This is an optimization exercise on Yosys and OpenROAD, whose aim is small area and a short achievable clock period, not a production implementation. The RTL was checked by simulation tests, not by an equivalence proof against the original design. The clock input has no modelled driver; a real chip could not lean on it and would need a root buffer or a full tree. Power is estimated from default activity; no workload was simulated.

rev 12:
// wallace_mult_top
module wallace_mult_top (
    input  logic        clk,
    input  logic        arst_n,
    input  logic        in_valid,
    input  logic [15:0] a,
    input  logic [15:0] b,
    output logic        out_valid,
    output logic [31:0] product,
    output logic        busy
);
    logic [2:0] vld_q;
    logic       busy_q;
    always_ff @(posedge clk or negedge arst_n) begin
        if (!arst_n) begin
            vld_q  <= '0;
            busy_q <= 1'b0;
        end else begin
            vld_q  <= {vld_q[1:0], in_valid};
            busy_q <= in_valid | (|vld_q[1:0]);
        end
    end
    assign out_valid = vld_q[2];
    assign busy      = busy_q;
    logic [15:0] a_q;
    logic        b15_q;
    logic [7:0]  one_q, two_q, neg_q;
    logic [31:0] opa_n, opb_n, prod_d;
    logic pp1;
    logic pp2;
    logic pp3;
    logic pp4;
    logic pp5;
    logic pp6;
    logic pp7;
    logic pp8;
    logic pp9;
    logic pp10;
    logic pp11;
    logic pp12;
    logic pp13;
    logic pp14;
    logic pp15;
    logic pp16;
    logic pp17;
    logic ng18;
    logic sg19;
    logic pp20;
    logic pp21;
    logic pp22;
    logic pp23;
    logic pp24;
    logic pp25;
    logic pp26;
    logic pp27;
    logic pp28;
    logic pp29;
    logic pp30;
    logic pp31;
    logic pp32;
    logic pp33;
    logic pp34;
    logic pp35;
    logic pp36;
    logic ng37;
    logic sg38;
    logic pp39;
    logic pp40;
    logic pp41;
    logic pp42;
    logic pp43;
    logic pp44;
    logic pp45;
    logic pp46;
    logic pp47;
    logic pp48;
    logic pp49;
    logic pp50;
    logic pp51;
    logic pp52;
    logic pp53;
    logic pp54;
    logic pp55;
    logic ng56;
    logic sg57;
    logic pp58;
    logic pp59;
    logic pp60;
    logic pp61;
    logic pp62;
    logic pp63;
    logic pp64;
    logic pp65;
    logic pp66;
    logic pp67;
    logic pp68;
    logic pp69;
    logic pp70;
    logic pp71;
    logic pp72;
    logic pp73;
    logic pp74;
    logic ng75;
    logic sg76;
    logic pp77;
    logic pp78;
    logic pp79;
    logic pp80;
    logic pp81;
    logic pp82;
    logic pp83;
    logic pp84;
    logic pp85;
    logic pp86;
    logic pp87;
    logic pp88;
    logic pp89;
  ...
Size in the first run: about 140 flip-flops, ~69 I/O pins, about 9600 um^2 of cells after synthesis.
==> flow/config.mk <==
export PLATFORM = sky130hd
export DESIGN_NAME = wallace_mult_top
export DESIGN_NICKNAME = wallace_mult_top
export VERILOG_FILES = /design/flow/design.v
export SDC_FILE = /design/flow/constraint.sdc
export NUM_CORES = 4
export LEC_CHECK = 0
export CAP_MARGIN = 20
export CORE_MARGIN = 2
export CORE_UTILIZATION = 40
export SLEW_MARGIN = 20
export SYNTH_HIERARCHICAL = 1
export SYNTH_MINIMUM_KEEP_SIZE = 0
==> flow/constraint.sdc <==
create_clock -name core_clock -period 11.0 [get_ports {clk}]
set_input_delay 2.2000 -clock core_clock [delete_from_list [all_inputs] [get_ports {clk}]]
set_output_delay 2.2000 -clock core_clock [all_outputs]
set_load 0.01 [all_outputs]
standard.sh (not shown) runs the stock make flow with config.mk's settings and CLKGATE_MAP_FILE= SYNTH_SCRIPT=/design/flow/synth_recipe.tcl, a recipe that flattens the netlist after the stock synthesis.
==> flow/flow/run.sh <==
#!/bin/bash
# The standard ORFS layout (standard.sh, with its synthesis unchanged) with three changes:
#  - every port is buffered with sky130_fd_sc_hd__buf_2 instead of the default delay buffer
#    (flow/place_pre.tcl, when present, picks buf_1 for inputs and buf_2 for outputs);
#  - the clock tree is built by flow/cts_pre.tcl instead of TritonCTS: the clock port drives
#    $CLK_NL1 first-level cells, each driving leaf cells placed at the centres of k-means
#    clusters of the flip-flops, so every flip-flop sees the same two cells;
#  - repair_timing aims for $SETUP_SLACK_MARGIN ns of extra setup slack.
# make's output goes to standard_flow.log; each ORFS step keeps its own log in orfs/logs.
set -euo pipefail
export BUFFER_PORTS_ARGS="-buffer_cell sky130_fd_sc_hd__buf_2"
export SETUP_SLACK_MARGIN=8.1
export PRE_CTS_TCL="$(pwd)/flow/cts_pre.tcl"
export CLK_NLEAF=8
export CLK_NL1=4
export CLK_LEAF_CELL=sky130_fd_sc_hd__clkinv_8
export CLK_L1_CELL=sky130_fd_sc_hd__clkinv_16
bash standard.sh > standard_flow.log 2>&1
==> flow/flow/cts_pre.tcl <==
proc env_or { name dflt } {
  if { [info exists ::env($name)] && $::env($name) ne "" } { return $::env($name) }
  return $dflt
}
set nleaf [env_or CLK_NLEAF 8]
set nl1 [env_or CLK_NL1 2]
set leafcell [env_or CLK_LEAF_CELL sky130_fd_sc_hd__clkbuf_16]
set l1cell [env_or CLK_L1_CELL sky130_fd_sc_hd__clkbuf_16]

# Balanced k-means: pts is a list of {x y}; returns {assignment centres}
proc kmeans { pts k {slack 1} } {
  set n [llength $pts]
  set cx 0; set cy 0
  foreach p $pts { set cx [expr {$cx + [lindex $p 0]}]; set cy [expr {$cy + [lindex $p 1]}] }
  set cx [expr {$cx / $n}]; set cy [expr {$cy / $n}]
  set order {}
  for {set i 0} {$i < $n} {incr i} {
    set p [lindex $pts $i]
    lappend order [list $i [expr {atan2([lindex $p 1]-$cy, [lindex $p 0]-$cx)}]]
  }
  set order [lsort -real -index 1 $order]
  set cent {}
  for {set c 0} {$c < $k} {incr c} {
    set sx 0; set sy 0; set m 0
    for {set j [expr {$c * $n / $k}]} {$j < ($c + 1) * $n / $k} {incr j} {
      set p [lindex $pts [lindex [lindex $order $j] 0]]
      set sx [expr {$sx + [lindex $p 0]}]; set sy [expr {$sy + [lindex $p 1]}]; incr m
    }
    if {$m == 0} { lappend cent [list $cx $cy] } else { lappend cent [list [expr {$sx / $m}] [expr {$sy / $m}]] }
  }
  set cap [expr {int(ceil(double($n) / $k)) + $slack}]
  for {set iter 0} {$iter < 40} {incr iter} {
    set cnt [lrepeat $k 0]
    set assign [lrepeat $n -1]
    set cand {}
    for {set i 0} {$i < $n} {incr i} {
      set p [lindex $pts $i]
      set best 1e18
      for {set c 0} {$c < $k} {incr c} {
        set d [expr {abs([lindex $p 0]-[lindex $cent $c 0]) + abs([lindex $p 1]-[lindex $cent $c 1])}]
        if {$d < $best} { set best $d }
      }
      lappend cand [list $i $best]
    }
    foreach ib [lsort -real -decreasing -index 1 $cand] {
      set i [lindex $ib 0]; set p [lindex $pts $i]
      set bk -1; set best 1e18
      for {set c 0} {$c < $k} {incr c} {
        if {[lindex $cnt $c] >= $cap} continue
        set d [expr {abs([lindex $p 0]-[lindex $cent $c 0]) + abs([lindex $p 1]-[lindex $cent $c 1])}]
        if {$d < $best} { set best $d; set bk $c }
      }
      lset assign $i $bk
      lset cnt $bk [expr {[lindex $cnt $bk] + 1}]
    }
    set newc {}
    for {set c 0} {$c < $k} {incr c} {
      set sx 0; set sy 0; set m 0
      for {set i 0} {$i < $n} {incr i} {
        if {[lindex $assign $i] == $c} {
          set sx [expr {$sx + [lindex $pts $i 0]}]; set sy [expr {$sy + [lindex $pts $i 1]}]; incr m
        }
      }
      if {$m > 0} { lappend newc [list [expr {$sx / $m}] [expr {$sy / $m}]] } else { lappend newc [lindex $cent $c] }
    }
    set cent $newc
  }
  return [list $assign $cent]
}

proc add_buffer { block master name in_net x y } {
  set inst [odb::dbInst_create $block $master $name]
  set net [odb::dbNet_create $block "${name}_net"]
  $net setSigType CLOCK
  [$inst findITerm A] connect $in_net
  set out [$inst findITerm X]
  if { $out eq "NULL" } { set out [$inst findITerm Y] }
  $out connect $net
  $inst setLocation [expr {int($x)}] [expr {int($y)}]
  $inst setPlacementStatus PLACED
  return $net
}

set block [ord::get_db_block]
set db [ord::get_db]
set clk_net [$block findNet clk]
set sinks {}
foreach it [$clk_net getITerms] {
  if { [$it isInputSignal] } { lappend sinks $it }
}
set pts {}
foreach it $sinks {
  set bb [[$it getInst] getBBox]
  lappend pts [list [expr {([$bb xMin] + [$bb xMax]) / 2.0}] [expr {([$bb yMin] + [$bb yMax]) / 2.0}]]
}
puts "manual clock tree: [llength $sinks] sinks, $nleaf leaf buffers, $nl1 first-level buffers"
lassign [kmeans $pts $nleaf] leaf_of leaf_cent
if { $nl1 > 0 } {
  lassign [kmeans $leaf_cent $nl1 0] l1_of l1_cent
  for {set g 0} {$g < $nl1} {incr g} {
    set l1net($g) [add_buffer $block [$db findMaster $l1cell] "clkbuf_l1_$g" $clk_net {*}[lindex $l1_cent $g]]
  }
}
for {set c 0} {$c < $nleaf} {incr c} {
  set src $clk_net
  if { $nl1 > 0 } { set src $l1net([lindex $l1_of $c]) }
  set leafnet($c) [add_buffer $block [$db findMaster $leafcell] "clkbuf_leaf_$c" $src {*}[lindex $leaf_cent $c]]
}
for {set i 0} {$i < [llength $sinks]} {incr i} {
  set it [lindex $sinks $i]
  $it disconnect
  $it connect $leafnet([lindex $leaf_of $i])
}
# TritonCTS is not run: the buffers above are the whole tree.
proc clock_tree_synthesis { args } {
  puts "clock_tree_synthesis skipped: clock buffers were placed by cts_pre.tcl"
  set_propagated_clock [all_clocks]
}
# cts.tcl clones clock inverters next to their loads after this hook; the inverter pairs
# above are already placed by their loads, so that step is skipped as well.
proc repair_clock_inverters { args } {
  puts "repair_clock_inverters skipped: clock tree built by cts_pre.tcl"
}
Changes in rev 13 relative to rev 12:
==> flow/flow/run.sh <==
#!/bin/bash
# The standard ORFS layout (standard.sh, with its synthesis unchanged) with three changes:
#  - every port is buffered with buf_2 instead of the default delay buffer (clkdlybuf4s50_1);
#  - the clock tree is built by flow/cts_pre.tcl instead of TritonCTS: the clock port drives
#    4 clkinv_8 cells, each driving 2 clkinv_8 leaf cells placed at the centres of k-means
#    clusters of the flip-flops, so every flip-flop's clock passes the same two inverters;
#  - repair_timing aims for 8.1 ns of extra setup slack (SETUP_SLACK_MARGIN).
# make's output goes to standard_flow.log; each ORFS step keeps its own log in orfs/logs.
set -euo pipefail
export BUFFER_PORTS_ARGS="-buffer_cell sky130_fd_sc_hd__buf_2"
export SETUP_SLACK_MARGIN=8.1
export SKIP_REPAIR_TIE_FANOUT=1
export PRE_CTS_TCL="$(pwd)/flow/cts_pre.tcl"
export CLK_NLEAF=8
export CLK_NL1=4
export CLK_LEAF_CELL=sky130_fd_sc_hd__clkinv_8
export CLK_L1_CELL=sky130_fd_sc_hd__clkinv_8
bash standard.sh > standard_flow.log 2>&1
--- outcome ---
Delta (rev 13 minus rev 12): sum of met3 wire segment lengths after detailed routing now smaller, final design area excluding fillers comparable.
There was hardly any difference in area added between synthesis and finish between rev 12 and rev 13.
Diff rev 12 -> rev 13: combinational power share went up by 0.6 points; final worst setup slack went down by 0.020 ns.
Rev 12 -> rev 13: hold violation count in the final report delta 0, exact match
~same sequential share of cell area in rev 12 and rev 13
Between rev 12 and rev 13, the difference in total routing resource utilization after global routing is negligible.
Diff rev 12..rev 13 | utilization | negligible
In every run of this note, the design's own scripts or RTL, not TritonCTS, make the clock network.

[separate check: timing with driven ports]
No port has a modelled driver above. Below, the same layouts with a new extraction and two added sets of constraints.
Step 1 assumes that a clkbuf_16 drives the clock port and a buf_2 every other input.
Step 2 times the ports against the registers' clock, not the clock port: input delays grow and output delays shrink by t, the midpoint of the rising clock arrivals with the driver on.
a / b / c = no drivers / after step 1 / after step 2; a / b = the first two.
run	shift t [ns]	slack for setup (ns)	hold WS [ns]	worst setup path after step 2	cell pins on the clock port's net
rev 12	0.344	8.166 / 7.966 / 8.166	0.359 / 0.359 / 0.359	register to register	4
rev 13	0.291	8.146 / 8.019 / 8.146	0.358 / 0.358 / 0.358	register to register	4
After both steps every run listed still meets setup and hold.
